Background: an optimization exercise with open tools, aiming at small area and a short achievable clock period. Do not read the settings as production practice. Function was checked by simulation only, so behaviour that the tests miss may differ from the original. No activity file was given, so power comes from the tool's default toggle rates.

Setup of job 101:
Design regfile_mp, start of the top module:
module regfile_mp
#(
  parameter int XLEN     = regfile_pkg::DEF_XLEN,
  parameter int NREG     = regfile_pkg::DEF_NREG,
  parameter int NRD      = regfile_pkg::DEF_NRD,
  parameter int NWR      = regfile_pkg::DEF_NWR,
  parameter int ZERO_REG = 1,
  localparam int AW      = regfile_pkg::addr_w(NREG)
) (
  input  logic              clk_i,
  input  logic              rst_n_i,
  input  logic [NRD-1:0]    rd_en_i,
  input  logic [NRD*AW-1:0] rd_addr_i,
  output logic [NRD*XLEN-1:0] rd_data_o,
  output logic [NRD-1:0]    rd_busy_o,
  input  logic [NWR-1:0]    wr_en_i,
  input  logic [NWR*AW-1:0] wr_addr_i,
  input  logic [NWR*XLEN-1:0] wr_data_i,
  input  logic              iss_en_i,
  input  logic [AW-1:0]     iss_addr_i
);
Size in the first run: roughly 160 I/O pins, about 0.053 mm² of cells after synthesis.
Settings: LEC_CHECK=0, CAP_MARGIN=20, CELL_PAD_IN_SITES_DETAIL_PLACEMENT=1, CELL_PAD_IN_SITES_GLOBAL_PLACEMENT=3, CORE_MARGIN=2, CORE_UTILIZATION=20, PLACE_DENSITY=0.3, SETUP_SLACK_MARGIN=4.0, SLEW_MARGIN=20, SYNTH_HIERARCHICAL=1, SYNTH_MINIMUM_KEEP_SIZE=0; clock period 7.5 ns.
standard.sh (not shown) runs the stock make flow with config.mk's settings and CLKGATE_MAP_FILE= SYNTH_SCRIPT=/design/flow/synth_recipe.tcl, a recipe that flattens the netlist after the stock synthesis.
==> flow/flow/run.sh <==
#!/bin/bash
# Standard ORFS layout (the standard.sh, unchanged synthesis) with two changes:
#  - ports are buffered with buf_2 instead of the default delay buffer;
#  - CTS clusters up to 20 sinks (100 um across) per leaf buffer and inserts no dummy loads.
set -euo pipefail
export BUFFER_PORTS_ARGS="-buffer_cell sky130_fd_sc_hd__buf_2"
export CTS_ARGS="-sink_clustering_enable -repair_clock_nets -sink_clustering_size 20 -sink_clustering_max_diameter 100 -dont_use_dummy_load"
bash standard.sh > orfs_make.log 2>&1
Setup changes, job 101 to job 102
- swapping 20 for 30 in CORE_UTILIZATION
- swapping 20 for 10 in CAP_MARGIN
- swapping 20 for 10 in SLEW_MARGIN
- swapping 0.3 for 0.4 in PLACE_DENSITY
- swapping 4.0 for 3.85 in SETUP_SLACK_MARGIN
- swapping 3 for 2 in CELL_PAD_IN_SITES_GLOBAL_PLACEMENT
- putting TNS_END_PERCENT at 10 where nothing was set
==> flow/flow/run.sh <==
#!/bin/bash
# Standard ORFS layout (the standard.sh, unchanged synthesis) with three changes:
#  - ports are buffered with buf_2 instead of the default delay buffer;
#  - CTS clusters up to 20 sinks (100 um across) per leaf buffer and inserts no dummy loads;
#  - timing repair may resize a cell to any drive strength (MATCH_CELL_FOOTPRINT=0), not
#    only to cells of the same width.
set -euo pipefail
export BUFFER_PORTS_ARGS="-buffer_cell sky130_fd_sc_hd__buf_2"
export CTS_ARGS="-sink_clustering_enable -repair_clock_nets -sink_clustering_size 20 -sink_clustering_max_diameter 100 -dont_use_dummy_load"
bash standard.sh MATCH_CELL_FOOTPRINT=0 finish > orfs_make.log 2>&1
### Flow results
Setup WNS job 101 -> job 102: worse
Aggregate routed wire length for job 102: 20% down relative to job 101
Final design instance area without fill for job 102 is lower than for job 101.
Compared job 102 vs job 101, and relative area change from synthesis to final layout is down in job 102.
Input-level comparison between job 103 and job 102:
- swapping 0.4 for 0.35 in PLACE_DENSITY
- swapping 30 for 25 in CORE_UTILIZATION
==> flow/flow/run.sh <==
#!/bin/bash
# Standard ORFS layout (the standard.sh, unchanged synthesis) with two changes:
#  - ports are buffered with buf_2 instead of the default delay buffer;
#  - CTS clusters up to 20 sinks (100 um across) per leaf buffer and inserts no dummy loads.
set -euo pipefail
export BUFFER_PORTS_ARGS="-buffer_cell sky130_fd_sc_hd__buf_2"
export CTS_ARGS="-sink_clustering_enable -repair_clock_nets -sink_clustering_size 20 -sink_clustering_max_diameter 100 -dont_use_dummy_load"
bash standard.sh > orfs_make.log 2>&1
Findings:
Per the comparison of job 103 with job 102, synthesized cell count closely matched the old numbers; cell depth of the worst hold path shows no meaningful change. Job 103 vs job 102 — vertical die dimension rose 9.5%. Job 103 did not stop at any stage, and its layout met the timing, DRC and antenna checks. Period utilization for job 103: 2.4 points down relative to job 102.
[inputs] job 104 vs job 103
- CAP_MARGIN now 20, was 10
- PLACE_DENSITY now 0.4, was 0.35
- CORE_UTILIZATION now 30, was 25
- SLEW_MARGIN now 20, was 10
--- outcome ---
Job 104 ends up with higher slew of the pin with the lowest slew margin than job 103 does. Job 104: height of the chip lower than job 103. Taking job 103 over job 104, the maximum number of pins on one net before global-route repair ratio works out to 0.58. Summary: with job 103 as the reference, post-CTS setup buffer count in job 104 moved down by more than a quarter. Looking at routed wire length, job 104 sits 9.1% lower than job 103 does. Delta (job 104 minus job 103): fmax saw a decrease, cell leakage power shows a reduction of 2.7%, routed metal-1 wirelength -18000 µm, worst setup slack before clock tree synthesis fell by 0.40 ns. Relative to job 103, portion of the layout cell area used by non-clock buffers has gone down in job 104. Compared with job 103, job 104 shows a lower clock power share.

static timing again, ports no longer ideal:
Ports are ideal in the flow. The routed layouts listed here were re-timed in OpenROAD.
Step 1: set_driving_cell puts a clkbuf_16 on clk_i and a buf_2 on each other input, an assumption about the parent block.
Step 2 moves the port delays by t, midway between the first and last clock arrival at a register: inputs arrive t later, outputs are due t later. That takes back most of the time a late clock gives input paths.
Three values: no drivers, after step 1, after step 2; two values: the first two.
run	t, ns	setup WS [ns]	slew at the worst register clock pin (ns)	worst slew at a driven data input, ns	cell pins on the clock port's net
job 101	0.857	3.602 / 3.625 / 2.768	0.10 / 0.10	0.19	1
job 102	0.777	3.399 / 3.366 / 2.588	0.10 / 0.10	0.19	1
job 103	0.834	3.581 / 3.545 / 2.711	0.10 / 0.10	0.23	1
job 104	0.800	3.551 / 3.461 / 2.660	0.10 / 0.10	0.22	1
After both steps setup and hold are still met in every run listed. For job 104, which loses most, drivers alone change the setup slack by -0.090 ns; drivers and shift together by -0.891 ns.
